Background: an optimization exercise with open tools, aiming at small area, a short achievable clock period and few clock cycles. Do not read the settings as production practice.
Only simulation tests tie the RTL to the original design; equivalence was not proved.
Power and IR drop assume default switching activity.

==> design/flow/design.v <==
package cnn_axi_pkg;
  localparam logic [1:0] RESP_OKAY     = 2'b00;
  localparam logic [1:0] BURST_INCR    = 2'b01;
  localparam logic [3:0] CACHE_DEFAULT = 4'b0011;
  localparam logic [2:0] SIZE_16B      = 3'b100;
endpackage
module cnn_beat_reg #(
  parameter int DW = 128,
  parameter int IW = 120
) (
  input  logic          clk_i,
  input  logic          rst_ni,
  input  logic          idle_i,        
  input  logic [IW-1:0] init_i,
  input  logic          hold_d_i,      
  input  logic          in_valid_i,
  output logic          in_ready_o,
  input  logic [DW-1:0] in_data_i,
  output logic          out_valid_o,
  input  logic          out_ready_i,
  output logic [DW-1:0] data_o
);
  logic          valid_q, valid_d, ready_q, load_q, ready_d;
  logic [DW-1:0] data_q;
  assign in_ready_o  = ready_q;
  assign out_valid_o = valid_q;
  assign data_o      = data_q;
  assign valid_d = valid_q ? ~out_ready_i : (in_valid_i & ready_q);
  assign ready_d = ~valid_d & ~hold_d_i;
  always_ff @(posedge clk_i or negedge rst_ni) begin
    if (!rst_ni) begin
      valid_q <= 1'b0;
      ready_q <= 1'b0;
      load_q  <= 1'b1;
    end else begin
      valid_q <= valid_d;
      ready_q <= ready_d;
      load_q  <= ready_d;
    end
  end
  always_ff @(posedge clk_i) begin
    if (load_q)
      data_q <= idle_i ? {in_data_i[DW-1:IW], init_i} : in_data_i;
  end
endmodule
module cnn_axi_burst_master #(
  parameter int C_M_AXI_ID_WIDTH   = 12,
  parameter int C_M_AXI_ADDR_WIDTH = 64,
  parameter int C_M_AXI_DATA_WIDTH = 128,
  parameter int BURST_LEN          = 16,
  parameter int ID_VALUE           = 0
) (
  input  logic                            M_AXI_ACLK,
  input  logic                            M_AXI_ARESETN,
  input  logic                            INIT_AXI_TXN,
  input  logic [C_M_AXI_ADDR_WIDTH-1:0]   input_Addr_Offset,
  input  logic [C_M_AXI_ADDR_WIDTH-1:0]   output_Addr_Offset,
  output logic                            TXN_DONE,
  output logic                            ERROR,
  output logic [C_M_AXI_ID_WIDTH-1:0]     M_AXI_ARID,
  output logic [C_M_AXI_ADDR_WIDTH-1:0]   M_AXI_ARADDR,
  output logic [7:0]                      M_AXI_ARLEN,
  output logic [2:0]                      M_AXI_ARSIZE,
  output logic [1:0]                      M_AXI_ARBURST,
  output logic                            M_AXI_ARLOCK,
  output logic [3:0]                      M_AXI_ARCACHE,
  output logic [2:0]                      M_AXI_ARPROT,
  output logic [3:0]                      M_AXI_ARQOS,
  output logic                            M_AXI_ARVALID,
  input  logic                            M_AXI_ARREADY,
  input  logic [C_M_AXI_ID_WIDTH-1:0]     M_AXI_RID,
  input  logic [C_M_AXI_DATA_WIDTH-1:0]   M_AXI_RDATA,
  input  logic [1:0]                      M_AXI_RRESP,
  input  logic                            M_AXI_RLAST,
  input  logic                            M_AXI_RVALID,
  output logic                            M_AXI_RREADY,
  output logic [C_M_AXI_ID_WIDTH-1:0]     M_AXI_AWID,
  output logic [C_M_AXI_ADDR_WIDTH-1:0]   M_AXI_AWADDR,
  output logic [7:0]                      M_AXI_AWLEN,
  output logic [2:0]                      M_AXI_AWSIZE,
  output logic [1:0]                      M_AXI_AWBURST,
  output logic                            M_AXI_AWLOCK,
  output logic [3:0]                      M_AXI_AWCACHE,
  output logic [2:0]                      M_AXI_AWPROT,
  output logic [3:0]                      M_AXI_AWQOS,
  output logic                            M_AXI_AWVALID,
  input  logic                            M_AXI_AWREADY,
  output logic [C_M_AXI_DATA_WIDTH-1:0]   M_AXI_WDATA,
  output logic [C_M_AXI_DATA_WIDTH/8-1:0] M_AXI_WSTRB,
  output logic                            M_AXI_WLAST,
  output logic                            M_AXI_WVALID,
  input  logic                            M_AXI_WREADY,
  input  logic [C_M_AXI_ID_WIDTH-1:0]     M_AXI_BID,
  input  logic [1:0]                      M_AXI_BRESP,
  input  logic                            M_AXI_BVALID,
  output logic                            M_AXI_BREADY
);
  localparam int CW = (BURST_LEN > 1) ? $clog2(BURST_LEN) : 1;
  localparam logic [CW-1:0] LAST_BEAT = CW'(BURST_LEN - 1);
  localparam int LO = $clog2(C_M_AXI_DATA_WIDTH / 8);    
  logic busy_q, done_q, err_q, arvalid_q, awvalid_q, bwait_q, wlast_q;
  logic [CW-1:0] wcnt_q;
  localparam int IW = C_M_AXI_ADDR_WIDTH - LO;
  logic [C_M_AXI_DATA_WIDTH-1:0] buf_data;
  logic arvalid_d, awvalid_d;
  logic start, bad_in, bad_out, bad;
  logic r_hs, w_hs, b_hs, r_bad;
  logic wvalid, rready;
  logic unused_ids;
  assign unused_ids = ^{M_AXI_RID, M_AXI_BID};
  assign bad_in  = (|input_Addr_Offset[LO-1:0])
                 | ((&input_Addr_Offset[11:8]) & (|input_Addr_Offset[7:LO]));
  assign bad_out = (|output_Addr_Offset[LO-1:0])
                 | ((&output_Addr_Offset[11:8]) & (|output_Addr_Offset[7:LO]));
  assign bad     = bad_in | bad_out;
  assign start   = INIT_AXI_TXN & ~busy_q;
  assign r_hs  = M_AXI_RVALID & rready;
  assign w_hs  = wvalid & M_AXI_WREADY;
  assign b_hs  = M_AXI_BVALID & bwait_q;
  assign r_bad = (M_AXI_RRESP != cnn_axi_pkg::RESP_OKAY)
               | (M_AXI_RLAST != wlast_q);
  cnn_beat_reg #(.DW(C_M_AXI_DATA_WIDTH), .IW(2 * IW)) u_buf (
    .clk_i       (M_AXI_ACLK),
    .rst_ni      (M_AXI_ARESETN),
    .idle_i      (~busy_q),
    .init_i      ({output_Addr_Offset[C_M_AXI_ADDR_WIDTH-1:LO],
                   input_Addr_Offset[C_M_AXI_ADDR_WIDTH-1:LO]}),
    .hold_d_i    (arvalid_d | awvalid_d),
    .in_valid_i  (M_AXI_RVALID),
    .in_ready_o  (rready),
    .in_data_i   (M_AXI_RDATA),
    .out_valid_o (wvalid),
    .out_ready_i (M_AXI_WREADY),
    .data_o      (buf_data)
  );
  assign M_AXI_RREADY  = rready;
  assign M_AXI_WVALID  = wvalid;
  assign M_AXI_WDATA   = buf_data;
  assign M_AXI_WLAST   = wlast_q;
  assign M_AXI_WSTRB   = '1;
  assign M_AXI_BREADY  = bwait_q;
  assign M_AXI_ARVALID = arvalid_q;
  assign M_AXI_AWVALID = awvalid_q;
  assign TXN_DONE      = done_q;
  assign ERROR         = err_q;
  assign M_AXI_ARID    = C_M_AXI_ID_WIDTH'(ID_VALUE);
  assign M_AXI_ARADDR  = {buf_data[IW-1:0], LO'(0)};
  assign M_AXI_ARLEN   = 8'(BURST_LEN - 1);
  assign M_AXI_ARSIZE  = cnn_axi_pkg::SIZE_16B;
  assign M_AXI_ARBURST = cnn_axi_pkg::BURST_INCR;
  assign M_AXI_ARLOCK  = 1'b0;
  assign M_AXI_ARCACHE = cnn_axi_pkg::CACHE_DEFAULT;
  assign M_AXI_ARPROT  = 3'b000;
  assign M_AXI_ARQOS   = 4'd0;
  assign M_AXI_AWID    = C_M_AXI_ID_WIDTH'(ID_VALUE);
  assign M_AXI_AWADDR  = {buf_data[2*IW-1:IW], LO'(0)};
  assign M_AXI_AWLEN   = 8'(BURST_LEN - 1);
  assign M_AXI_AWSIZE  = cnn_axi_pkg::SIZE_16B;
  assign M_AXI_AWBURST = cnn_axi_pkg::BURST_INCR;
  assign M_AXI_AWLOCK  = 1'b0;
  assign M_AXI_AWCACHE = cnn_axi_pkg::CACHE_DEFAULT;
  assign M_AXI_AWPROT  = 3'b000;
  assign M_AXI_AWQOS   = 4'd0;
  assign arvalid_d = (start & ~bad) | (arvalid_q & ~M_AXI_ARREADY);
  assign awvalid_d = (start & ~bad) | (awvalid_q & ~M_AXI_AWREADY);
  always_ff @(posedge M_AXI_ACLK or negedge M_AXI_ARESETN) begin
    if (!M_AXI_ARESETN) begin
      busy_q    <= 1'b0;
      done_q    <= 1'b0;
      err_q     <= 1'b0;
      arvalid_q <= 1'b0;
      awvalid_q <= 1'b0;
      bwait_q   <= 1'b0;
      wlast_q   <= 1'b0;
      wcnt_q    <= '0;
    end else begin
      busy_q    <= start | (busy_q & ~done_q);
      done_q    <= (start & bad) | b_hs;
      arvalid_q <= arvalid_d;
      awvalid_q <= awvalid_d;
      bwait_q   <= (bwait_q & ~M_AXI_BVALID) | (w_hs & wlast_q);
      if (start)
        err_q <= bad;
      else if ((r_hs & r_bad) | (b_hs & (M_AXI_BRESP != cnn_axi_pkg::RESP_OKAY)))
        err_q <= 1'b1;
      if (w_hs) begin
        wcnt_q  <= wcnt_q + 1'b1;
        wlast_q <= (wcnt_q == LAST_BEAT - 1'b1);
      end
    end
  end
endmodule
==> design/flow/flow/run.sh <==
#!/bin/bash
# Standard ORFS layout with these changes: ports are buffered with the
# smallest plain buffer instead of the default delay buffer; one tie cell
# of each kind drives all constant outputs; CTS adds no dummy clock loads
# and clusters more sinks per leaf buffer.
set -euo pipefail
export BUFFER_PORTS_ARGS="-buffer_cell sky130_fd_sc_hd__buf_1"
export SKIP_REPAIR_TIE_FANOUT=1
export CTS_ARGS="-sink_clustering_enable -repair_clock_nets -dont_use_dummy_load -sink_clustering_size 30 -sink_clustering_max_diameter 150"
bash standard.sh > standard.log 2>&1
==> design/flow/standard.sh <==
#!/bin/bash
# synth_recipe.tcl (not shown) runs the flow's synth.tcl, then flattens the netlist and writes it again
# the make line also repeats each setting of config.mk as NAME=value (left out here)
make -C /OpenROAD-flow-scripts/flow DESIGN_CONFIG=/design/flow/config.mk WORK_HOME=/design/flow/orfs CLKGATE_MAP_FILE= SYNTH_SCRIPT=/design/flow/synth_recipe.tcl "${@:-finish}"
==> design/flow/config.mk <==
export PLATFORM = sky130hd
export DESIGN_NAME = cnn_axi_burst_master
export DESIGN_NICKNAME = cnn_axi_burst_master
export VERILOG_FILES = /design/flow/design.v
export SDC_FILE = /design/flow/constraint.sdc
export NUM_CORES = 4
export LEC_CHECK = 0
export CAP_MARGIN = 20
export CORE_MARGIN = 2
export CORE_UTILIZATION = 24
export SETUP_SLACK_MARGIN = 3.3
export SLEW_MARGIN = 20
==> design/flow/constraint.sdc <==
create_clock -name core_clock -period 5.5 [get_ports {M_AXI_ACLK}]
set_input_delay 1.1000 -clock core_clock [delete_from_list [all_inputs] [get_ports {M_AXI_ACLK}]]
set_output_delay 1.1000 -clock core_clock [all_outputs]
set_load 0.01 [all_outputs]
==> run notes, run 1 <==
# TYPE chip_impl_metric gauge
chip_impl_info{name="run_status",value="complete, no violations"} 1
chip_impl_metric{name="final_clock_period_utilization_by_the_worst_path",unit="%"} 39.6
chip_impl_metric{name="peakVddDrop",unit="mV"} 0.196
chip_impl_metric{name="maximum_number_of_pins_on_one_net_before_global_route_repair",unit=""} 67
chip_impl_metric{name="timing.max_slew.rel_slack",unit="%"} 43.8
chip_impl_info{name="setup.worst_path.start_class",value="flip-flop"} 1
chip_impl_metric{name="synth_compound_gate_area_share",unit="%"} 1.14
chip_impl_info{name="timing.setup.critical_path_class",value="reg -> out"} 1
chip_impl_metric{name="number_of_flops_mapped_to_enable_cells_by_yosys",unit=""} 128
chip_impl_metric{name="floorplan.die.width",unit="um"} 182
chip_impl_metric{name="via_count",unit=""} 5271
chip_impl_metric{name="firstDrtPassIters",unit=""} 4
chip_impl_metric{name="final_period_minus_worst_setup_slack",unit="ns"} 2.18
chip_impl_info{name="critPathSlowestCell",value="edfxtp_1"} 1
chip_impl_metric{name="globalRouteOverflowTotal",unit=""} 0
chip_impl_metric{name="net_total_in_the_final_layout",unit=""} 1151
chip_impl_metric{name="tritoncts.num_buffers",unit=""} 17
chip_impl_metric{name="fillerInstances",unit=""} 3342
chip_impl_metric{name="dp.final_hpwl",unit="um"} 25400
chip_impl_metric{name="first_global_vias",unit=""} 5206
chip_impl_metric{name="count_of_state_elements_after_synthesis",unit=""} 142
chip_impl_metric{name="vias_per_cell",unit=""} 4.17
chip_impl_info{name="timing.critical_path.to_type",value="primary output"} 1
chip_impl_metric{name="cell_leakage_power",unit="uW"} 0.00295
chip_impl_info{name="most_instantiated_cells_after_synthesis",value="228 x buf_4, 128 x edfxtp_1, 120 x mux2_2"} 1
chip_impl_metric{name="clock-skew-final",unit="ns"} 0.0165
chip_impl_metric{name="final_core_utilization",unit="%"} 28.3
chip_impl_metric{name="floorplan_row_count",unit=""} 65
chip_impl_metric{name="cts.sink_count",unit=""} 142
chip_impl_metric{name="worstMarginPinSlew",unit="ns"} 0.843
chip_impl_metric{name="wire_length_of_the_first_global_routing_pass",unit="um"} 40800
chip_impl_metric{name="post_synthesis_cells",unit=""} 540
chip_impl_metric{name="share_of_synthesized_area_spent_on_multiplexers",unit="%"} 17.9
chip_impl_info{name="synth_top_family_by_area",value="buffers and inverters"} 1
chip_impl_info{name="cts_tree",value="done"} 1
chip_impl_metric{name="power",unit="uW"} 4400
chip_impl_metric{name="dp_worst_setup_slack",unit="ns"} 2.95
chip_impl_metric{name="drive_gt1_share",unit="%"} 19.0
chip_impl_metric{name="clk_pin_slew",unit="ns"} 0.07
chip_impl_metric{name="timing.final.setup_violations",unit=""} 0
chip_impl_metric{name="worst_ep_arrival_time",unit="ns"} 1.08
chip_impl_metric{name="netlist-cell-type-count",unit=""} 30
chip_impl_metric{name="synth_seq_area_share",unit="%"} 55.2
chip_impl_metric{name="max_cap_violations",unit=""} 0
chip_impl_metric{name="worst_hold_slack",unit="ns"} 0.469
chip_impl_metric{name="postRouteAntennaNets",unit=""} 0
chip_impl_metric{name="cts_htree_levels",unit=""} 4
chip_impl_info{name="post-synth-top-count-cell",value="buf_4"} 1
chip_impl_info{name="yosys.area.top_type",value="edfxtp_1"} 1
chip_impl_metric{name="syn_avg_cell_area",unit="um2"} 14.1
chip_impl_metric{name="worstPathMaxFanout",unit=""} 2
chip_impl_metric{name="first_iter_violations",unit=""} 373
chip_impl_metric{name="setup_ws",unit="ns"} 3.32
chip_impl_info{name="type_of_the_most_critical_hold_path",value="reg -> reg"} 1
chip_impl_metric{name="cts_max_path_buffers",unit=""} 2
chip_impl_metric{name="flow.area_growth_from_synthesis",unit="%"} 16.9
chip_impl_metric{name="grtUsageTotal",unit="%"} 18.2
chip_impl_metric{name="drt-wirelength-per-cell",unit="um"} 24.8
chip_impl_metric{name="f_max",unit="MHz"} 459
chip_impl_metric{name="die_height",unit="um"} 182
chip_impl_metric{name="io_pins",unit=""} 647
chip_impl_metric{name="finalHoldViolCount",unit=""} 0
chip_impl_info{name="cp_cell_sequence",value="buf_1"} 1
chip_impl_metric{name="number_of_warning_messages_in_the_yosys_log",unit=""} 2
chip_impl_metric{name="synthesis.nets",unit=""} 835
chip_impl_metric{name="antenna_found_initial",unit=""} 33
chip_impl_info{name="root_buffer",value="clkbuf_16"} 1
chip_impl_metric{name="slew_violations",unit=""} 0
chip_impl_metric{name="clock_latency",unit="ns"} 0.41
chip_impl_metric{name="yosys.area_share.simple",unit="%"} 1.88
chip_impl_info{name="synth_top_flop_cell",value="edfxtp_1"} 1
chip_impl_metric{name="placement.io_buffers",unit=""} 524
chip_impl_metric{name="core",unit="um2"} 31400
chip_impl_metric{name="synthesis.area",unit="um2"} 7600
chip_impl_metric{name="synth_adder_area_share",unit="%"} 0.329
chip_impl_info{name="critical_path.top_delay_family",value="flip-flops"} 1
chip_impl_metric{name="die-area",unit="um2"} 33100
chip_impl_metric{name="total_of_hold_buffers_inserted_after_clock_tree_synthesis",unit=""} 0
chip_impl_metric{name="async_reset_ff_share",unit="%"} 9.86
chip_impl_metric{name="tns",unit="ns"} 0
chip_impl_metric{name="drt_drc_violations_left",unit=""} 0
chip_impl_info{name="post_synth_main_area_contributors",value="edfxtp_1 51%, buf_4 23%, mux2_2 18%, dfrtp_1 4.3%, nor4_2 0.49%"} 1
chip_impl_metric{name="critical_path.max_stage_delay",unit="ns"} 0.48
chip_impl_metric{name="worst_ep_required_time",unit="ns"} 4.40
chip_impl_metric{name="gp_congestion",unit=""} 0.826
chip_impl_metric{name="critical_path.n_buffers_inverters",unit=""} 1
chip_impl_metric{name="power_density",unit="nW/um2"} 496
chip_impl_metric{name="synth_xor_area_share",unit="%"} 0.461
chip_impl_metric{name="netlist.area_leader.share",unit="%"} 50.6
chip_impl_metric{name="routed_wl",unit="um"} 31300
chip_impl_info{name="grt_setup_unrepaired",value="true"} 1
chip_impl_metric{name="initial_core_util",unit="%"} 24.2
==> through the flow <==
step	instance area (um2)	cells
5_1_grt	8870	1260
4_1_cts	8860	1256
3_3_place_gp	8360	1237
2_1_floorplan	7600	540
6_report	8880	1264
3_5_place_dp	8360	1237
==> registers in the layout, indices dropped and copies added (netlist names) <==
| register | count |
|---|---|
| wlast_q | 1 |
| u_buf.load_q | 1 |
| arvalid_q | 1 |
| u_buf.data_q | 128 |
| busy_q | 1 |
| err_q | 1 |
| bwait_q | 1 |
| u_buf.ready_q | 1 |
| awvalid_q | 1 |
| wcnt_q | 4 |
| done_q | 1 |
| u_buf.valid_q | 1 |
==> layout by cell type (no fill, tap or decap), drive strengths merged <==
master	count
nor3b	1
o211ai	2
nand4	2
mux2	120
a41oi	1
xnor2	2
o311ai	1
ha	2
nor4	4
mux2i	1
nor3	1
clkbuf	17
nand2	6
a2111oi	1
buf	528
diode	8
or2	1
edfxtp	128
nor2b	1
dfstp	1
a21oi	1
a21o	1
conb	2
xor2	2
dfrtp	13
inv	5
o21ai	4
nand3	4
nor2	2
==> routing by layer <==
layer	up-vias	global-route usage (%)	share of wire, %
met5	-	0	0
met4	0	6.19	3.3
met3	65	4.33	6.3
met2	321	36.0	56
met1	2567	18.5	34
li1	2318	-	-
==> logic make-up (layout without fill, tap and decap cells) <==
group / after synthesis / in the layout
buffers and inverters: 236 / 550
flip-flops: 142 / 142
multiplexers: 121 / 121
AND/OR/NAND/NOR: 22 / 22
AO/OA/AOI/OAI: 11 / 11
XOR/XNOR: 4 / 4
adder cells (fa/ha/maj): 2 / 2
other: 2 / 10
==> repair_timing <==
action	in CTS	in global routing
pin swaps	0	0
setup buffers	2	0
gates resized for setup	13	0
setup endpoints to repair	110	1
==> layout make-up <==
type | count | area (um2) | share of cell area [%]
Multi-Input combinational cell | 162 | 1660 | 18.7
Tap cell | 402 | 503 | 5.66
Sequential cell | 142 | 4200 | 47.3
Timing Repair Buffer | 528 | 2060 | 23.1
Inverter | 5 | 18.8 | 0.211
Antenna cell | 8 | 20.0 | 0.225
Clock buffer | 17 | 425 | 4.79
==> power breakdown <==
group / leakage [uW] / internal [uW] / switching [uW]
clock: 0.000210 / 537 / 417
combinational: 0.00129 / 629 / 891
sequential: 0.00145 / 1620 / 311
==> worst paths after layout <==
| check | from | endpoint | slack, ns | cells past startpoint |
|---|---|---|---|---|
| min in group asynchronous | M_AXI_ARESETN | wcnt_q[3] | 0.77 | 1 |
| hold reg to reg | wcnt_q[3] | wcnt_q[3] | 0.47 | 1 |
| hold / removal | wcnt_q[3] | wcnt_q[3] | 0.47 | 1 |
| setup / recovery | u_buf.data_q[93] | M_AXI_WDATA[93] | 3.32 | 1 |
| setup reg to reg | u_buf.load_q | u_buf.data_q[87] | 3.40 | 1 |
| max in group asynchronous | M_AXI_ARESETN | busy_q | 4.11 | 1 |
Testbench counts, summed over its fixed seeds: cycles 13,992.
==> run 2, diff against run 1 <==
--- a/design/flow/flow/run.sh
+++ b/design/flow/flow/run.sh
@@ -6,5 +6,5 @@
 set -euo pipefail
 export BUFFER_PORTS_ARGS="-buffer_cell sky130_fd_sc_hd__buf_1"
 export SKIP_REPAIR_TIE_FANOUT=1
-export CTS_ARGS="-sink_clustering_enable -repair_clock_nets -dont_use_dummy_load -sink_clustering_size 30 -sink_clustering_max_diameter 150"
+export CTS_ARGS='-sink_clustering_enable -repair_clock_nets -dont_use_dummy_load -sink_clustering_size 30 -sink_clustering_max_diameter 150 -buf_list {sky130_fd_sc_hd__clkbuf_4 sky130_fd_sc_hd__clkbuf_8}'
 bash standard.sh > standard.log 2>&1
==> run notes, run 2 <==
# TYPE chip_impl_metric gauge
chip_impl_metric{name="worst_ep_required_time",unit="ns"} 4.40
chip_impl_metric{name="die-area",unit="um2"} 33100
chip_impl_metric{name="place_area",unit="um2"} 8360
chip_impl_metric{name="dp.final_hpwl",unit="um"} 25400
chip_impl_metric{name="drt_drc_violations_left",unit=""} 0
chip_impl_info{name="timing.critical_path.to_type",value="primary output"} 1
chip_impl_metric{name="cts.sink_count",unit=""} 142
chip_impl_metric{name="post-route-cell-area",unit="um2"} 8830
chip_impl_metric{name="via_count",unit=""} 5262
chip_impl_metric{name="tns",unit="ns"} 0
chip_impl_info{name="type_of_the_most_critical_hold_path",value="reg -> reg"} 1
chip_impl_metric{name="finalHoldViolCount",unit=""} 0
chip_impl_metric{name="synthesis.area",unit="um2"} 7600
chip_impl_metric{name="critical_path.n_buffers_inverters",unit=""} 1
chip_impl_metric{name="worstMarginPinSlew",unit="ns"} 0.809
chip_impl_metric{name="dp_worst_setup_slack",unit="ns"} 2.95
chip_impl_metric{name="flow.area_growth_from_synthesis",unit="%"} 16.3
chip_impl_metric{name="wire_length_of_the_first_global_routing_pass",unit="um"} 40900
chip_impl_metric{name="final_clock_period_utilization_by_the_worst_path",unit="%"} 39.9
chip_impl_metric{name="peakVddDrop",unit="mV"} 0.187
chip_impl_metric{name="core",unit="um2"} 31400
chip_impl_metric{name="firstDrtPassIters",unit=""} 5
chip_impl_metric{name="cell_leakage_power",unit="uW"} 0.00303
chip_impl_metric{name="final_period_minus_worst_setup_slack",unit="ns"} 2.20
chip_impl_metric{name="net_total_in_the_final_layout",unit=""} 1153
chip_impl_metric{name="clk_pin_slew",unit="ns"} 0.09
chip_impl_info{name="synth_top_flop_cell",value="edfxtp_1"} 1
chip_impl_metric{name="clock-skew-final",unit="ns"} 0.0205
chip_impl_metric{name="cts_max_path_buffers",unit=""} 2
chip_impl_info{name="run_status",value="complete, no violations"} 1
chip_impl_metric{name="drive_gt1_share",unit="%"} 24.3
chip_impl_metric{name="post-place-cells",unit=""} 1237
chip_impl_info{name="biggestRegsByFlops",value="u_buf.data_q: 128 flops, wcnt_q: 4 flops"} 1
chip_impl_metric{name="worst_ep_arrival_time",unit="ns"} 1.10
chip_impl_info{name="grt_setup_unrepaired",value="true"} 1
chip_impl_metric{name="timing.final.setup_violations",unit=""} 0
chip_impl_metric{name="first_iter_violations",unit=""} 319
chip_impl_metric{name="synth_seq_area_share",unit="%"} 55.2
chip_impl_metric{name="async_reset_ff_share",unit="%"} 9.86
chip_impl_metric{name="syn_avg_cell_area",unit="um2"} 14.1
chip_impl_metric{name="reg2regPathDepth",unit=""} 2
chip_impl_metric{name="fin_cells",unit=""} 1261
chip_impl_info{name="setup.worst_path.start_class",value="flip-flop"} 1
chip_impl_metric{name="hold-path-cell-count",unit=""} 1
chip_impl_info{name="final_cell_mix",value="468 x buf_1, 128 x edfxtp_1, 120 x mux2_2"} 1
chip_impl_metric{name="io_pins",unit=""} 647
chip_impl_metric{name="drt-wirelength-per-cell",unit="um"} 24.7
chip_impl_metric{name="critical_path.max_stage_delay",unit="ns"} 0.49
chip_impl_metric{name="floorplan_row_count",unit=""} 65
chip_impl_metric{name="power_density",unit="nW/um2"} 472
chip_impl_metric{name="grtUsageTotal",unit="%"} 18.2
chip_impl_metric{name="setup_slack_of_the_worst_register_to_register_path",unit="ns"} 3.44
chip_impl_metric{name="initial_core_util",unit="%"} 24.2
chip_impl_metric{name="largest_reg_flops",unit=""} 128
chip_impl_info{name="most_instantiated_cells_after_synthesis",value="228 x buf_4, 128 x edfxtp_1, 120 x mux2_2"} 1
chip_impl_metric{name="number_of_flops_mapped_to_enable_cells_by_yosys",unit=""} 128
chip_impl_metric{name="worstPathMaxFanout",unit=""} 2
chip_impl_metric{name="maximum_number_of_pins_on_one_net_before_global_route_repair",unit=""} 67
chip_impl_metric{name="count_of_state_elements_after_synthesis",unit=""} 142
chip_impl_metric{name="postRouteAntennaNets",unit=""} 0
chip_impl_metric{name="number_of_warning_messages_in_the_yosys_log",unit=""} 2
chip_impl_metric{name="clock_latency",unit="ns"} 0.44
chip_impl_metric{name="netlist-cell-type-count",unit=""} 30
chip_impl_metric{name="post_synthesis_cells",unit=""} 540
chip_impl_metric{name="tritoncts.num_buffers",unit=""} 17
chip_impl_metric{name="max_cap_violations",unit=""} 0
chip_impl_metric{name="floorplan.die.width",unit="um"} 182
chip_impl_metric{name="antenna_found_initial",unit=""} 33
chip_impl_info{name="registers.top_by_ff_count",value="u_buf.data_q"} 1
chip_impl_metric{name="placement.io_buffers",unit=""} 524
chip_impl_metric{name="f_max",unit="MHz"} 455
chip_impl_info{name="layout_commonest_cell",value="buf_1"} 1
chip_impl_metric{name="netlist.area_leader.share",unit="%"} 50.6
chip_impl_metric{name="critical_path_depth",unit=""} 1
chip_impl_info{name="timing.setup.critical_path_class",value="reg -> out"} 1
chip_impl_metric{name="synthesis.nets",unit=""} 835
chip_impl_metric{name="cts_htree_levels",unit=""} 4
chip_impl_info{name="post_synth_main_area_contributors",value="edfxtp_1 51%, buf_4 23%, mux2_2 18%, dfrtp_1 4.3%, nor4_2 0.49%"} 1
chip_impl_metric{name="routed_wl",unit="um"} 31200
chip_impl_info{name="cp_cell_sequence",value="buf_1"} 1
chip_impl_metric{name="vias_per_cell",unit=""} 4.17
chip_impl_info{name="critPathSlowestCell",value="edfxtp_1"} 1
chip_impl_info{name="yosys.area.top_type",value="edfxtp_1"} 1
chip_impl_info{name="cts_tree",value="done"} 1
chip_impl_metric{name="timing.max_slew.rel_slack",unit="%"} 46.0
chip_impl_metric{name="slew_violations",unit=""} 0
chip_impl_metric{name="die_height",unit="um"} 182
chip_impl_info{name="critical_path.top_delay_family",value="flip-flops"} 1
chip_impl_metric{name="globalRouteOverflowTotal",unit=""} 0
chip_impl_info{name="post-synth-top-count-cell",value="buf_4"} 1
chip_impl_info{name="root_buffer",value="clkbuf_8"} 1
chip_impl_metric{name="gp_congestion",unit=""} 0.826
chip_impl_metric{name="first_global_vias",unit=""} 5189
chip_impl_metric{name="setup_ws",unit="ns"} 3.30
[run 2: cell counts after synthesis]
No cell type changed its count.
[run 2: power by group]
| group | internal [uW] | total, uW | switching [uW] |
|---|---|---|---|
| logic | 687 | 1580 | 896 |
| clock network | 274 | 653 | 380 |
| registers | 1610 | 1930 | 316 |
[run 2: path summary, 6_finish.rpt]
kind,start,to
hold / removal,wcnt_q[3],wcnt_q[3]
setup reg to reg,busy_q,u_buf.data_q[106]
max in group asynchronous,M_AXI_ARESETN,busy_q
hold reg to reg,wcnt_q[3],wcnt_q[3]
min in group asynchronous,M_AXI_ARESETN,wcnt_q[2]
setup / recovery,u_buf.data_q[93],M_AXI_WDATA[93]
[run 2: metal layers]
layer / global-route usage, % / part of all wire (%) / vias up
met5: 0 / 0 / -
met4: 4.81 / 2.6 / 0
met3: 4.55 / 7.1 / 71
met2: 36.5 / 57 / 337
met1: 18.5 / 33 / 2542
li1: - / - / 2312
[run 2: logic make-up after synthesis]
logic type               share of synthesized area (%)
adder cells (fa/ha/maj)                          0.329
AO/OA/AOI/OAI                                     1.14
other                                           0.0988
XOR/XNOR                                         0.461
buffers and inverters                             23.0
AND/OR/NAND/NOR                                   1.88
flip-flops                                        55.2
multiplexers                                      17.9
[run 2: stage by stage]
| stage | util, % | hold WS (ns) | total power, uW |
|---|---|---|---|
| floorplan | - | 0.442 | 3120 |
| global placement | 26.6 | 0.457 | 3410 |
| detailed placement | 26.6 | 0.463 | 3430 |
| CTS | 27.8 | 0.477 | 4190 |
| global route | 28.1 | 0.502 | 4390 |
| finish | 28.1 | 0.471 | 4170 |
[run 2: cell type report]
| cell class | instances | area, um2 |
|---|---|---|
| inverters | 5 | 18.8 |
| repair buffers | 530 | 2210 |
| well taps | 402 | 503 |
| clock buffers | 17 | 234 |
| flip-flops and latches | 142 | 4200 |
| diodes | 3 | 7.51 |
| multi-input cells | 162 | 1660 |
| fillers | 3348 | 22600 |
[run 2: timing repair]
action	CTS	global route
buffers inserted	4	0
hold buffers	0	0
gates resized for setup	26	62
setup endpoints to repair	135	79
==> run 3, diff against run 2 <==
--- a/design/flow/config.mk
+++ b/design/flow/config.mk
@@ -8,5 +8,5 @@
 export CAP_MARGIN = 20
 export CORE_MARGIN = 2
 export CORE_UTILIZATION = 24
-export SETUP_SLACK_MARGIN = 3.3
+export SETUP_SLACK_MARGIN = 3.0
 export SLEW_MARGIN = 20
==> run notes, run 3 <==
# TYPE chip_impl_metric gauge
chip_impl_info{name="root_buffer",value="clkbuf_8"} 1
chip_impl_info{name="timing.setup.critical_path_class",value="reg -> out"} 1
chip_impl_info{name="synth_top_flop_cell",value="edfxtp_1"} 1
chip_impl_metric{name="tritoncts.num_buffers",unit=""} 17
chip_impl_metric{name="clk_pin_slew",unit="ns"} 0.10
chip_impl_metric{name="routed_wl",unit="um"} 33000
chip_impl_metric{name="synthesis.area",unit="um2"} 7600
chip_impl_metric{name="floorplan_row_count",unit=""} 65
chip_impl_metric{name="async_reset_ff_share",unit="%"} 9.86
chip_impl_metric{name="tns",unit="ns"} 0
chip_impl_metric{name="cts_resized",unit=""} 0
chip_impl_info{name="yosys.area.top_type",value="edfxtp_1"} 1
chip_impl_metric{name="antenna_found_initial",unit=""} 45
chip_impl_metric{name="post_synthesis_cells",unit=""} 540
chip_impl_metric{name="core",unit="um2"} 31400
chip_impl_metric{name="final_period_minus_worst_setup_slack",unit="ns"} 2.29
chip_impl_info{name="grt_setup_unrepaired",value="false"} 1
chip_impl_info{name="cp_cell_sequence",value="buf_1"} 1
chip_impl_info{name="most_instantiated_cells_after_synthesis",value="228 x buf_4, 128 x edfxtp_1, 120 x mux2_2"} 1
chip_impl_metric{name="io_pins",unit=""} 647
chip_impl_metric{name="wire_length_of_the_first_global_routing_pass",unit="um"} 41700
chip_impl_info{name="layout_commonest_cell",value="buf_1"} 1
chip_impl_metric{name="count_of_state_elements_after_synthesis",unit=""} 142
chip_impl_metric{name="clock-skew-final",unit="ns"} 0.0269
chip_impl_info{name="critPathSlowestCell",value="edfxtp_1"} 1
chip_impl_info{name="registers.top_by_ff_count",value="u_buf.data_q"} 1
chip_impl_metric{name="hold-path-cell-count",unit=""} 1
chip_impl_info{name="run_status",value="complete, no violations"} 1
chip_impl_metric{name="number_of_warning_messages_in_the_yosys_log",unit=""} 2
chip_impl_metric{name="grtUsageTotal",unit="%"} 19.1
chip_impl_info{name="type_of_the_most_critical_hold_path",value="reg -> reg"} 1
chip_impl_metric{name="worstMarginPinSlew",unit="ns"} 0.796
chip_impl_info{name="biggestRegsByFlops",value="u_buf.data_q: 128 flops, wcnt_q: 4 flops"} 1
chip_impl_metric{name="number_of_setup_buffers_added_after_cts",unit=""} 0
chip_impl_info{name="timing.critical_path.to_type",value="primary output"} 1
chip_impl_metric{name="reg2regPathDepth",unit=""} 2
chip_impl_metric{name="total_of_hold_buffers_inserted_after_clock_tree_synthesis",unit=""} 0
chip_impl_metric{name="peakVddDrop",unit="mV"} 0.195
chip_impl_metric{name="drt_drc_violations_left",unit=""} 0
chip_impl_metric{name="vias_per_cell",unit=""} 4.21
chip_impl_metric{name="post-place-cells",unit=""} 1238
chip_impl_metric{name="grt.met3_usage",unit="%"} 4.27
chip_impl_metric{name="postRouteAntennaNets",unit=""} 0
chip_impl_info{name="worst_r2r_endpoint",value="u_buf.data_q[105]"} 1
chip_impl_info{name="holdPathEnd",value="busy_q"} 1
chip_impl_metric{name="globalRouteOverflowTotal",unit=""} 0
chip_impl_metric{name="fillerInstances",unit=""} 3357
chip_impl_metric{name="timing.final.setup_violations",unit=""} 0
chip_impl_metric{name="cts.sink_count",unit=""} 142
chip_impl_metric{name="first_iter_violations",unit=""} 359
chip_impl_metric{name="drt-wirelength-per-cell",unit="um"} 26.0
chip_impl_metric{name="flow.area_growth_from_synthesis",unit="%"} 14.0
chip_impl_metric{name="number_of_flops_mapped_to_enable_cells_by_yosys",unit=""} 128
chip_impl_metric{name="critical_path.max_stage_delay",unit="ns"} 0.39
chip_impl_metric{name="fin_cells",unit=""} 1268
chip_impl_metric{name="max_cap_violations",unit=""} 0
chip_impl_metric{name="timing.max_slew.rel_slack",unit="%"} 46.9
chip_impl_metric{name="via_count",unit=""} 5338
chip_impl_metric{name="firstDrtPassIters",unit=""} 5
chip_impl_metric{name="netlist-cell-type-count",unit=""} 30
chip_impl_info{name="setup.worst_path.start_class",value="flip-flop"} 1
chip_impl_metric{name="worst_hold_slack",unit="ns"} 0.452
chip_impl_metric{name="synthesis.nets",unit=""} 835
chip_impl_metric{name="dp.final_hpwl",unit="um"} 27800
chip_impl_metric{name="die_height",unit="um"} 182
chip_impl_metric{name="maximum_number_of_pins_on_one_net_before_global_route_repair",unit=""} 87
chip_impl_metric{name="gp_congestion",unit=""} 0.824
chip_impl_metric{name="net_total_in_the_final_layout",unit=""} 1151
chip_impl_metric{name="die-area",unit="um2"} 33100
chip_impl_metric{name="slew_violations",unit=""} 0
chip_impl_metric{name="placement.io_buffers",unit=""} 524
chip_impl_metric{name="clock_latency",unit="ns"} 0.44
chip_impl_metric{name="final_clock_period_utilization_by_the_worst_path",unit="%"} 41.6
chip_impl_metric{name="globalRouteMet1Util",unit="%"} 18.5
chip_impl_metric{name="power_density",unit="nW/um2"} 467
chip_impl_metric{name="worst_ep_required_time",unit="ns"} 4.40
chip_impl_metric{name="worstPathMaxFanout",unit=""} 2
chip_impl_metric{name="synth_seq_area_share",unit="%"} 55.2
chip_impl_metric{name="initial_core_util",unit="%"} 24.2
chip_impl_metric{name="syn_avg_cell_area",unit="um2"} 14.1
chip_impl_metric{name="worst_ep_arrival_time",unit="ns"} 1.19
chip_impl_info{name="critical_path.top_delay_family",value="flip-flops"} 1
chip_impl_metric{name="first_global_vias",unit=""} 5153
chip_impl_metric{name="setup_slack_of_the_worst_register_to_register_path",unit="ns"} 3.30
chip_impl_info{name="final_cell_mix",value="524 x buf_1, 128 x edfxtp_1, 120 x mux2_2"} 1
chip_impl_info{name="post-synth-top-count-cell",value="buf_4"} 1
chip_impl_info{name="globalRoute.busiestLayer",value="met2"} 1
chip_impl_info{name="cts_tree",value="done"} 1
chip_impl_info{name="crit-reg2reg-launch",value="busy_q"} 1
chip_impl_info{name="post_synth_main_area_contributors",value="edfxtp_1 51%, buf_4 23%, mux2_2 18%, dfrtp_1 4.3%, nor4_2 0.49%"} 1
chip_impl_metric{name="cell_leakage_power",unit="uW"} 0.00282
chip_impl_info{name="worstHoldStart",value="done_q"} 1
chip_impl_metric{name="floorplan.die.width",unit="um"} 182
chip_impl_metric{name="cts_max_path_buffers",unit=""} 2
chip_impl_metric{name="gr-usage-met2",unit="%"} 36.8
chip_impl_metric{name="critical_path.n_buffers_inverters",unit=""} 1
chip_impl_metric{name="power",unit="uW"} 4040
chip_impl_metric{name="netlist.area_leader.share",unit="%"} 50.6
chip_impl_metric{name="largest_reg_flops",unit=""} 128
chip_impl_metric{name="f_max",unit="MHz"} 437
chip_impl_metric{name="finalHoldViolCount",unit=""} 0
chip_impl_metric{name="drive_gt1_share",unit="%"} 17.6
chip_impl_metric{name="cts_htree_levels",unit=""} 4
## run 3: cell counts after synthesis
Identical to the previous run, type by type.
## run 3: cell type report
class	count	area, um2	area share [%]
Antenna cell	12	30.0	0.347
Clock buffer	17	234	2.70
Inverter	5	18.8	0.217
Multi-Input combinational cell	162	1660	19.1
Sequential cell	142	4200	48.5
Tap cell	402	503	5.81
Timing Repair Buffer	528	2020	23.3
## run 3: worst max path at each step
stage	slack [ns]	from	cells after the start	end
final	3.21	u_buf.data_q[92]	1	M_AXI_AWADDR[36]
after global routing	3.13	u_buf.data_q[113]	1	M_AXI_AWADDR[57]
after CTS	3.06	u_buf.load_q	1	u_buf.data_q[120]
after detailed placement	3.03	output_Addr_Offset[10]	5	u_buf.ready_q
after global placement	3.07	output_Addr_Offset[10]	5	u_buf.ready_q
after floorplan	3.13	u_buf.load_q	0	u_buf.data_q[0]
## run 3: per-layer routing
layer / share of wire, % / vias up / wire length [um]
met1: 33 / 2561 / 10800
met2: 56 / 349 / 18400
met3: 5.5 / 111 / 1810
met4: 5.7 / 4 / 1890
li1: - / 2313 / -
met5: 0.070 / - / 23
## run 3: power breakdown
part	leakage (uW)	total, uW	switching, uW	internal, uW
Clock	0.000122	653	380	274
Sequential	0.00145	1920	305	1610
Combinational	0.00125	1470	865	606
## run 3: cell families (layout without fill, tap and decap cells)
family | after synthesis | in the layout | share of synthesized area (%)
DFF | 142 | 142 | 55.2
buffers and inverters | 236 | 550 | 23.0
other | 2 | 14 | 0.0988
AOI/OAI and AO/OA | 11 | 11 | 1.14
adders and majority gates | 2 | 2 | 0.329
xor gates and xnor gates | 4 | 4 | 0.461
and+or+nand+nor | 22 | 22 | 1.88
muxes | 121 | 121 | 17.9
## run 3: through the flow
step	instance area [um2]	setup slack [ns]	util, %
after floorplan	7600	3.13	-
after global placement	8370	3.07	26.7
after detailed placement	8370	3.03	26.7
after CTS	8610	3.06	27.4
after global routing	8650	3.13	27.6
final	8660	3.21	27.6
==> run 4, diff against run 3 <==
--- a/design/flow/config.mk
+++ b/design/flow/config.mk
@@ -8,5 +8,5 @@
 export CAP_MARGIN = 20
 export CORE_MARGIN = 2
 export CORE_UTILIZATION = 24
-export SETUP_SLACK_MARGIN = 3.0
+export SETUP_SLACK_MARGIN = 2.0
 export SLEW_MARGIN = 20
==> run notes, run 4 <==
# TYPE chip_impl_metric gauge
chip_impl_info{name="run_status",value="complete, no violations"} 1
chip_impl_info{name="critical_path.top_delay_family",value="flip-flops"} 1
chip_impl_metric{name="firstDrtPassIters",unit=""} 5
chip_impl_metric{name="post-place-cells",unit=""} 1238
chip_impl_metric{name="wire_length_of_the_first_global_routing_pass",unit="um"} 41700
chip_impl_metric{name="synthesis.nets",unit=""} 835
chip_impl_info{name="most_instantiated_cells_after_synthesis",value="228 x buf_4, 128 x edfxtp_1, 120 x mux2_2"} 1
chip_impl_info{name="setup.worst_path.start_class",value="flip-flop"} 1
chip_impl_metric{name="max_cap_violations",unit=""} 0
chip_impl_metric{name="io_pins",unit=""} 647
chip_impl_metric{name="slew_violations",unit=""} 0
chip_impl_metric{name="die-area",unit="um2"} 33100
chip_impl_metric{name="cts.sink_count",unit=""} 142
chip_impl_metric{name="worstMarginPinSlew",unit="ns"} 0.796
chip_impl_metric{name="synthesis.area",unit="um2"} 7600
chip_impl_metric{name="finalHoldViolCount",unit=""} 0
chip_impl_metric{name="final_core_utilization",unit="%"} 27.6
chip_impl_metric{name="syn_avg_cell_area",unit="um2"} 14.1
chip_impl_metric{name="drt_drc_violations_left",unit=""} 0
chip_impl_metric{name="async_reset_ff_share",unit="%"} 9.86
chip_impl_metric{name="f_max",unit="MHz"} 437
chip_impl_info{name="synth_top_flop_cell",value="edfxtp_1"} 1
chip_impl_metric{name="power_density",unit="nW/um2"} 467
chip_impl_metric{name="drive_gt1_share",unit="%"} 17.6
chip_impl_metric{name="gp_congestion",unit=""} 0.824
chip_impl_info{name="layout_commonest_cell",value="buf_1"} 1
chip_impl_metric{name="worstPathMaxFanout",unit=""} 2
chip_impl_metric{name="globalRouteOverflowTotal",unit=""} 0
chip_impl_metric{name="cts_htree_levels",unit=""} 4
chip_impl_metric{name="largest_reg_flops",unit=""} 128
chip_impl_metric{name="dp_worst_setup_slack",unit="ns"} 3.03
chip_impl_metric{name="floorplan_row_count",unit=""} 65
chip_impl_metric{name="via_count",unit=""} 5338
chip_impl_info{name="timing.setup.critical_path_class",value="reg -> out"} 1
chip_impl_metric{name="clock-skew-final",unit="ns"} 0.0269
chip_impl_metric{name="critical_path.max_stage_delay",unit="ns"} 0.39
chip_impl_metric{name="dp.final_hpwl",unit="um"} 27800
chip_impl_metric{name="timing.max_slew.rel_slack",unit="%"} 46.9
chip_impl_info{name="type_of_the_most_critical_hold_path",value="reg -> reg"} 1
chip_impl_info{name="post-synth-top-count-cell",value="buf_4"} 1
chip_impl_metric{name="core",unit="um2"} 31400
chip_impl_metric{name="number_of_flops_mapped_to_enable_cells_by_yosys",unit=""} 128
chip_impl_metric{name="setup_slack_of_the_worst_register_to_register_path",unit="ns"} 3.30
chip_impl_metric{name="clk_pin_slew",unit="ns"} 0.10
chip_impl_info{name="grt_setup_unrepaired",value="false"} 1
chip_impl_metric{name="power",unit="uW"} 4040
chip_impl_metric{name="worst_ep_arrival_time",unit="ns"} 1.19
chip_impl_metric{name="grtUsageTotal",unit="%"} 19.1
chip_impl_metric{name="worst_ep_required_time",unit="ns"} 4.40
chip_impl_metric{name="setup_ws",unit="ns"} 3.21
chip_impl_metric{name="drt-wirelength-per-cell",unit="um"} 26.0
chip_impl_metric{name="count_of_state_elements_after_synthesis",unit=""} 142
chip_impl_metric{name="number_of_setup_buffers_added_after_cts",unit=""} 0
chip_impl_metric{name="post_synthesis_cells",unit=""} 540
chip_impl_info{name="cp_cell_sequence",value="buf_1"} 1
chip_impl_info{name="biggestRegsByFlops",value="u_buf.data_q: 128 flops, wcnt_q: 4 flops"} 1
chip_impl_metric{name="initial_core_util",unit="%"} 24.2
chip_impl_metric{name="first_global_vias",unit=""} 5153
chip_impl_metric{name="synth_seq_area_share",unit="%"} 55.2
chip_impl_metric{name="flow.area_growth_from_synthesis",unit="%"} 14.0
chip_impl_metric{name="cts_max_path_buffers",unit=""} 2
chip_impl_metric{name="tns",unit="ns"} 0
chip_impl_metric{name="netlist-cell-type-count",unit=""} 30
chip_impl_metric{name="fillerInstances",unit=""} 3357
chip_impl_metric{name="netlist.area_leader.share",unit="%"} 50.6
chip_impl_metric{name="net_total_in_the_final_layout",unit=""} 1151
chip_impl_metric{name="floorplan.die.width",unit="um"} 182
chip_impl_metric{name="antenna_found_initial",unit=""} 45
chip_impl_metric{name="clock_latency",unit="ns"} 0.44
chip_impl_metric{name="fin_cells",unit=""} 1268
chip_impl_metric{name="tritoncts.num_buffers",unit=""} 17
chip_impl_metric{name="postRouteAntennaNets",unit=""} 0
chip_impl_metric{name="die_height",unit="um"} 182
chip_impl_info{name="yosys.area.top_type",value="edfxtp_1"} 1
chip_impl_metric{name="critical_path.n_buffers_inverters",unit=""} 1
chip_impl_info{name="timing.critical_path.to_type",value="primary output"} 1
chip_impl_metric{name="vias_per_cell",unit=""} 4.21
chip_impl_metric{name="final_period_minus_worst_setup_slack",unit="ns"} 2.29
chip_impl_metric{name="cts_resized",unit=""} 0
chip_impl_metric{name="peakVddDrop",unit="mV"} 0.195
chip_impl_metric{name="placement.io_buffers",unit=""} 524
chip_impl_info{name="root_buffer",value="clkbuf_8"} 1
chip_impl_metric{name="timing.final.setup_violations",unit=""} 0
chip_impl_metric{name="routed_wl",unit="um"} 33000
chip_impl_info{name="post_synth_main_area_contributors",value="edfxtp_1 51%, buf_4 23%, mux2_2 18%, dfrtp_1 4.3%, nor4_2 0.49%"} 1
chip_impl_info{name="critPathSlowestCell",value="edfxtp_1"} 1
chip_impl_metric{name="first_iter_violations",unit=""} 359
chip_impl_metric{name="final_clock_period_utilization_by_the_worst_path",unit="%"} 41.6
chip_impl_metric{name="number_of_warning_messages_in_the_yosys_log",unit=""} 2
chip_impl_info{name="registers.top_by_ff_count",value="u_buf.data_q"} 1
chip_impl_metric{name="maximum_number_of_pins_on_one_net_before_global_route_repair",unit=""} 87
chip_impl_info{name="cts_tree",value="done"} 1
chip_impl_metric{name="total_of_hold_buffers_inserted_after_clock_tree_synthesis",unit=""} 0
chip_impl_metric{name="cell_leakage_power",unit="uW"} 0.00282
chip_impl_info{name="final_cell_mix",value="524 x buf_1, 128 x edfxtp_1, 120 x mux2_2"} 1
-- run 4: area by class of cell --
class / instances / area, um2 / share of cell area [%]
Inverter: 5 / 18.8 / 0.217
Multi-Input combinational cell: 162 / 1660 / 19.1
Sequential cell: 142 / 4200 / 48.5
Clock buffer: 17 / 234 / 2.70
Antenna cell: 12 / 30.0 / 0.347
Tap cell: 402 / 503 / 5.81
Timing Repair Buffer: 528 / 2020 / 23.3
-- run 4: path summary, 6_finish.rpt --
kind                                endpoint  depth (start not counted)             start
max                         M_AXI_AWADDR[36]                          1  u_buf.data_q[92]
min                                   busy_q                          1            done_q
min in group asynchronous              err_q                          1     M_AXI_ARESETN
max in group asynchronous             busy_q                          1     M_AXI_ARESETN
min reg2reg                           busy_q                          1            done_q
max reg2reg                u_buf.data_q[105]                          2            busy_q
-- run 4: layer usage --
metal | share of wire, % | track usage [%] | up-vias
li1 | - | - | 2313
met1 | 33 | 18.5 | 2561
met2 | 56 | 36.8 | 349
met3 | 5.5 | 4.27 | 111
met4 | 5.7 | 11.4 | 4
met5 | 0.070 | 0 | -
-- run 4: cells by family after synthesis --
group | Yosys count | synth area share, %
AOI/OAI and AO/OA | 11 | 1.14
xor gates and xnor gates | 4 | 0.461
adders and majority gates | 2 | 0.329
buffers and inverters | 236 | 23.0
DFF | 142 | 55.2
muxes | 121 | 17.9
other | 2 | 0.0988
and+or+nand+nor | 22 | 1.88
-- run 4: stage by stage --
stage	hold WS [ns]	cell area, um2
after CTS	0.468	8610
final	0.452	8660
after floorplan	0.442	7600
after global routing	0.495	8650
after global placement	0.443	8370
after detailed placement	0.459	8370
-- run 4: power by group --
part	switching, uW	internal, uW	total [uW]
clock	380	274	653
combinational	865	606	1470
sequential	305	1610	1920
total	1550	2490	4040
==> run 5, diff against run 4 <==
--- a/design/flow/design.v
+++ b/design/flow/design.v
@@ -11,6 +11,7 @@
   input  logic          clk_i,
   input  logic          rst_ni,
   input  logic          idle_i,        
+  input  logic          busy_i,        
   input  logic [IW-1:0] init_i,
   input  logic          hold_d_i,      
   input  logic          in_valid_i,
@@ -40,7 +41,8 @@
   end
   always_ff @(posedge clk_i) begin
     if (load_q)
-      data_q <= idle_i ? {in_data_i[DW-1:IW], init_i} : in_data_i;
+      data_q <= {in_data_i[DW-1:IW],
+                 (in_data_i[IW-1:0] & {IW{busy_i}}) | (init_i & {IW{idle_i}})};
   end
 endmodule
 module cnn_axi_burst_master #(
@@ -98,7 +100,7 @@
   localparam int CW = (BURST_LEN > 1) ? $clog2(BURST_LEN) : 1;
   localparam logic [CW-1:0] LAST_BEAT = CW'(BURST_LEN - 1);
   localparam int LO = $clog2(C_M_AXI_DATA_WIDTH / 8);    
-  logic busy_q, done_q, err_q, arvalid_q, awvalid_q, bwait_q, wlast_q;
+  logic busy_q, idle_q, done_q, err_q, arvalid_q, awvalid_q, bwait_q, wlast_q;
   logic [CW-1:0] wcnt_q;
   localparam int IW = C_M_AXI_ADDR_WIDTH - LO;
   logic [C_M_AXI_DATA_WIDTH-1:0] buf_data;
@@ -122,7 +124,8 @@
   cnn_beat_reg #(.DW(C_M_AXI_DATA_WIDTH), .IW(2 * IW)) u_buf (
     .clk_i       (M_AXI_ACLK),
     .rst_ni      (M_AXI_ARESETN),
-    .idle_i      (~busy_q),
+    .idle_i      (idle_q),
+    .busy_i      (busy_q),
     .init_i      ({output_Addr_Offset[C_M_AXI_ADDR_WIDTH-1:LO],
                    input_Addr_Offset[C_M_AXI_ADDR_WIDTH-1:LO]}),
     .hold_d_i    (arvalid_d | awvalid_d),
@@ -166,6 +169,7 @@
   always_ff @(posedge M_AXI_ACLK or negedge M_AXI_ARESETN) begin
     if (!M_AXI_ARESETN) begin
       busy_q    <= 1'b0;
+      idle_q    <= 1'b1;
       done_q    <= 1'b0;
       err_q     <= 1'b0;
       arvalid_q <= 1'b0;
@@ -175,6 +179,7 @@
       wcnt_q    <= '0;
     end else begin
       busy_q    <= start | (busy_q & ~done_q);
+      idle_q    <= ~(start | (busy_q & ~done_q));
       done_q    <= (start & bad) | b_hs;
       arvalid_q <= arvalid_d;
       awvalid_q <= awvalid_d;
--- a/design/flow/config.mk
+++ b/design/flow/config.mk
@@ -8,5 +8,5 @@
 export CAP_MARGIN = 20
 export CORE_MARGIN = 2
 export CORE_UTILIZATION = 24
-export SETUP_SLACK_MARGIN = 2.0
+export SETUP_SLACK_MARGIN = 3.3
 export SLEW_MARGIN = 20
==> run notes, run 5 <==
# TYPE chip_impl_metric gauge
chip_impl_metric{name="floorplan.die.width",unit="um"} 179
chip_impl_metric{name="initial_core_util",unit="%"} 24.2
chip_impl_info{name="post-synth-top-count-cell",value="buf_4"} 1
chip_impl_metric{name="synthesis.nets",unit=""} 851
chip_impl_metric{name="netlist.area_leader.share",unit="%"} 52.1
chip_impl_metric{name="netlist-cell-type-count",unit=""} 32
chip_impl_metric{name="number_of_warning_messages_in_the_yosys_log",unit=""} 2
chip_impl_metric{name="async_reset_ff_share",unit="%"} 10.5
chip_impl_info{name="first_logged_error_message",value="[ERROR PPL-0024] Number of IO pins (647) exceeds maximum number of available positions (642). Increase the die perimeter from 717.10um to 879.92um."} 1
chip_impl_metric{name="floorplan_row_count",unit=""} 64
chip_impl_metric{name="count_of_state_elements_after_synthesis",unit=""} 143
chip_impl_info{name="failed_stage",value="I/O pin placement (3_2_place_iop)"} 1
chip_impl_metric{name="syn_avg_cell_area",unit="um2"} 13.3
chip_impl_info{name="yosys.area.top_type",value="edfxtp_1"} 1
chip_impl_info{name="post_synth_main_area_contributors",value="edfxtp_1 52%, buf_4 23%, a22o_1 14%, dfrtp_1 4.4%, dfstp_2 0.71%"} 1
chip_impl_info{name="synth_top_flop_cell",value="edfxtp_1"} 1
chip_impl_metric{name="synth_seq_area_share",unit="%"} 57.3
chip_impl_metric{name="synthesis.area",unit="um2"} 7370
chip_impl_info{name="run_status",value="stopped before the end"} 1
chip_impl_info{name="most_instantiated_cells_after_synthesis",value="226 x buf_4, 128 x edfxtp_1, 120 x a22o_1"} 1
chip_impl_metric{name="number_of_flops_mapped_to_enable_cells_by_yosys",unit=""} 128
chip_impl_metric{name="post_synthesis_cells",unit=""} 556
chip_impl_metric{name="die_height",unit="um"} 179
[run 5: cell count changes after synthesis, sizes merged, moves of 3 or more]
cell	previous run	this run
a22o	0	120
mux2	120	0
clkbuf	0	11
buf	231	234
[run 5: kinds of logic after synthesis]
family	after synthesis	synth area share, %
flip-flops	143	57.3
XOR/XNOR	4	0.475
other	2	0.102
multiplexers	1	0.136
AO/OA/AOI/OAI	129	15.1
AND/OR/NAND/NOR	26	2.31
adder cells (fa/ha/maj)	2	0.339
buffers and inverters	249	24.3
Testbench counts of run 5, summed over its fixed seeds: cycles 13,992.
==> run 6, diff against run 5 <==
--- a/design/flow/config.mk
+++ b/design/flow/config.mk
@@ -8,5 +8,5 @@
 export CAP_MARGIN = 20
 export CORE_MARGIN = 2
 export CORE_UTILIZATION = 24
-export SETUP_SLACK_MARGIN = 3.3
+export SETUP_SLACK_MARGIN = 3.45
 export SLEW_MARGIN = 20
==> run notes, run 6 <==
# TYPE chip_impl_metric gauge
chip_impl_metric{name="synthesis.area",unit="um2"} 7370
chip_impl_metric{name="netlist-cell-type-count",unit=""} 32
chip_impl_metric{name="floorplan_row_count",unit=""} 64
chip_impl_metric{name="synthesis.nets",unit=""} 851
chip_impl_metric{name="syn_avg_cell_area",unit="um2"} 13.3
chip_impl_metric{name="synth_seq_area_share",unit="%"} 57.3
chip_impl_info{name="post-synth-top-count-cell",value="buf_4"} 1
chip_impl_metric{name="number_of_flops_mapped_to_enable_cells_by_yosys",unit=""} 128
chip_impl_metric{name="die_height",unit="um"} 179
chip_impl_metric{name="count_of_state_elements_after_synthesis",unit=""} 143
chip_impl_info{name="most_instantiated_cells_after_synthesis",value="226 x buf_4, 128 x edfxtp_1, 120 x a22o_1"} 1
chip_impl_metric{name="netlist.area_leader.share",unit="%"} 52.1
chip_impl_info{name="yosys.area.top_type",value="edfxtp_1"} 1
chip_impl_metric{name="floorplan.die.width",unit="um"} 179
chip_impl_info{name="failed_stage",value="I/O pin placement (3_2_place_iop)"} 1
chip_impl_metric{name="number_of_warning_messages_in_the_yosys_log",unit=""} 2
chip_impl_metric{name="initial_core_util",unit="%"} 24.2
chip_impl_info{name="post_synth_main_area_contributors",value="edfxtp_1 52%, buf_4 23%, a22o_1 14%, dfrtp_1 4.4%, dfstp_2 0.71%"} 1
chip_impl_info{name="synth_top_flop_cell",value="edfxtp_1"} 1
chip_impl_metric{name="async_reset_ff_share",unit="%"} 10.5
chip_impl_info{name="run_status",value="stopped before the end"} 1
chip_impl_info{name="first_logged_error_message",value="[ERROR PPL-0024] Number of IO pins (647) exceeds maximum number of available positions (642). Increase the die perimeter from 717.10um to 879.92um."} 1
chip_impl_metric{name="post_synthesis_cells",unit=""} 556
run 6: cell counts after synthesis:
Identical to the previous run, type by type.
run 6: cells by family after synthesis:
kind of cell / Yosys count / share of synthesized area [%]
AO/OA/AOI/OAI: 129 / 15.1
XOR/XNOR: 4 / 0.475
adder cells (fa/ha/maj): 2 / 0.339
buffers and inverters: 249 / 24.3
flip-flops: 143 / 57.3
multiplexers: 1 / 0.136
other: 2 / 0.102
AND/OR/NAND/NOR: 26 / 2.31
==> run 7, diff against run 6 <==
--- a/design/flow/flow/run.sh
+++ b/design/flow/flow/run.sh
@@ -6,5 +6,6 @@
 set -euo pipefail
 export BUFFER_PORTS_ARGS="-buffer_cell sky130_fd_sc_hd__buf_1"
 export SKIP_REPAIR_TIE_FANOUT=1
+export PLACE_PINS_ARGS="-min_distance 1 -min_distance_in_tracks"
 export CTS_ARGS='-sink_clustering_enable -repair_clock_nets -dont_use_dummy_load -sink_clustering_size 30 -sink_clustering_max_diameter 150 -buf_list {sky130_fd_sc_hd__clkbuf_4 sky130_fd_sc_hd__clkbuf_8}'
 bash standard.sh > standard.log 2>&1
--- a/design/flow/config.mk
+++ b/design/flow/config.mk
@@ -6,7 +6,7 @@
 export NUM_CORES = 4
 export LEC_CHECK = 0
 export CAP_MARGIN = 20
-export CORE_MARGIN = 2
-export CORE_UTILIZATION = 24
-export SETUP_SLACK_MARGIN = 3.45
+export CORE_AREA = 2.5 2.5 127.5 127.5
+export DIE_AREA = 0 0 130 130
+export SETUP_SLACK_MARGIN = 3.3
 export SLEW_MARGIN = 20
==> run notes, run 7 <==
# TYPE chip_impl_metric gauge
chip_impl_metric{name="die_height",unit="um"} 130
chip_impl_info{name="most_instantiated_cells_after_synthesis",value="226 x buf_4, 128 x edfxtp_1, 120 x a22o_1"} 1
chip_impl_metric{name="cts.sink_count",unit=""} 143
chip_impl_metric{name="critical_path.max_stage_delay",unit="ns"} 0.49
chip_impl_info{name="grt_setup_unrepaired",value="true"} 1
chip_impl_info{name="run_status",value="complete, no violations"} 1
chip_impl_info{name="post_synth_main_area_contributors",value="edfxtp_1 52%, buf_4 23%, a22o_1 14%, dfrtp_1 4.4%, dfstp_2 0.71%"} 1
chip_impl_info{name="post-synth-top-count-cell",value="buf_4"} 1
chip_impl_metric{name="slew_violations",unit=""} 0
chip_impl_metric{name="post_synthesis_cells",unit=""} 556
chip_impl_metric{name="netlist-cell-type-count",unit=""} 32
chip_impl_metric{name="synth_seq_area_share",unit="%"} 57.3
chip_impl_metric{name="floorplan_row_count",unit=""} 45
chip_impl_metric{name="final_period_minus_worst_setup_slack",unit="ns"} 2.20
chip_impl_metric{name="total_of_hold_buffers_inserted_after_clock_tree_synthesis",unit=""} 0
chip_impl_metric{name="netlist.area_leader.share",unit="%"} 52.1
chip_impl_metric{name="count_of_state_elements_after_synthesis",unit=""} 143
chip_impl_metric{name="number_of_flops_mapped_to_enable_cells_by_yosys",unit=""} 128
chip_impl_metric{name="power_density",unit="nW/um2"} 397
chip_impl_metric{name="clk_pin_slew",unit="ns"} 0.07
chip_impl_metric{name="place_area",unit="um2"} 7860
chip_impl_metric{name="synthesis.nets",unit=""} 851
chip_impl_metric{name="syn_avg_cell_area",unit="um2"} 13.3
chip_impl_metric{name="net_total_in_the_final_layout",unit=""} 1153
chip_impl_metric{name="synthesis.area",unit="um2"} 7370
chip_impl_metric{name="post-route-cell-area",unit="um2"} 8150
chip_impl_metric{name="worstMarginPinSlew",unit="ns"} 0.818
chip_impl_metric{name="grtUsageTotal",unit="%"} 19.7
chip_impl_info{name="yosys.area.top_type",value="edfxtp_1"} 1
chip_impl_metric{name="number_of_warning_messages_in_the_yosys_log",unit=""} 2
chip_impl_metric{name="async_reset_ff_share",unit="%"} 10.5
chip_impl_metric{name="floorplan.die.width",unit="um"} 130
chip_impl_info{name="synth_top_flop_cell",value="edfxtp_1"} 1
chip_impl_metric{name="initial_core_util",unit="%"} 48.3
==> run 7: cell counts after synthesis <==
No cell type changed its count.
==> run 7: worst register-to-register path, cell delays in order, from the launching register on <==
cell,delay [ns]
dfrtp_4,0.69
buf_4,0.73
a22o_1,0.32
==> run 7: cells by family after synthesis <==
kind of cell	Yosys count	share of synthesized area, %
buffers and inverters	249	24.3
flip-flops	143	57.3
AO/OA/AOI/OAI	129	15.1
AND/OR/NAND/NOR	26	2.31
XOR/XNOR	4	0.475
adder cells (fa/ha/maj)	2	0.339
other	2	0.102
multiplexers	1	0.136
==> run 7: stage by stage <==
stage | total power, uW | worst slack (ns)
floorplan | 2500 | 3.61
global placement | 2640 | 3.24
detailed placement | 2650 | 3.20
CTS | 3250 | 3.28
global route | 3410 | 3.25
finish | 3230 | 3.30
==> run 7: final timing paths <==
check                      slack (ns)  cells past startpoint                to              from
hold / removal                   0.46                      1         wcnt_q[3]         wcnt_q[3]
hold reg to reg                  0.46                      1         wcnt_q[3]         wcnt_q[3]
setup reg to reg                 3.62                      2  u_buf.data_q[85]            busy_q
min in group asynchronous        0.74                      1             err_q     M_AXI_ARESETN
max in group asynchronous        4.14                      1            busy_q     M_AXI_ARESETN
setup / recovery                 3.30                      1   M_AXI_WDATA[19]  u_buf.data_q[19]
==> run 7: cell type report <==
class | count | area, um2
timing repair buffer | 528 | 2040
clock buffer | 17 | 234
antenna | 1 | 2.50
sequential | 143 | 4230
tap | 211 | 264
inverter | 4 | 15.0
multi-input combinational | 164 | 1360
fill | 1338 | 7110
==> run 7: power by group <==
| group | switching, uW | internal, uW | leakage [uW] |
|---|---|---|---|
| clock | 315 | 272 | 0.000122 |
| combinational | 589 | 345 | 0.00119 |
| sequential | 199 | 1510 | 0.00147 |
==> run 7: what timing repair did <==
item                       4_1_cts  5_1_grt
setup endpoints to repair       61       15
resized for setup                1        2
buffers inserted                 0        1
hold endpoints to repair         0        0
==> run 7: per-layer routing <==
metal,track usage [%],wire [um],vias to the layer above
met5,0,0,-
met4,8.48,558,0
met3,5.82,1770,45
met2,33.9,9370,380
met1,23.1,7080,2498
li1,-,-,2428

## re-timing with driven ports
In the flow no input, the clock included, has a driving cell. The finished layouts below were timed again as built, in two steps. Step 1 (the two cells are an assumption about what drives the block):
set clk [get_ports {M_AXI_ACLK}]
set_driving_cell -lib_cell sky130_fd_sc_hd__clkbuf_16 $clk
set_driving_cell -lib_cell sky130_fd_sc_hd__buf_2 [delete_from_list [all_inputs] $clk]
Step 2 also shifts input and output timing later by t, the mid clock arrival at the registers, as if the neighbouring blocks saw the same clock. Slacks: ideal / step 1 / step 2; pairs: ideal / step 1.
run	t (ns)	setup WS [ns]	worst hold slack (ns)
run 1	0.451	3.323 / 3.277 / 3.085	0.469 / 0.469 / 0.469
run 2	0.465	3.304 / 3.264 / 3.073	0.471 / 0.471 / 0.471
run 3	0.470	3.213 / 3.173 / 3.030	0.452 / 0.452 / 0.452
run 4	0.470	3.213 / 3.173 / 3.030	0.452 / 0.452 / 0.452
run 7	0.450	3.301 / 3.264 / 3.216	0.463 / 0.463 / 0.463
After both steps every run listed still meets setup and hold. For run 1, which loses most, drivers alone change the setup slack by -0.046 ns; drivers and shift together by -0.238 ns.
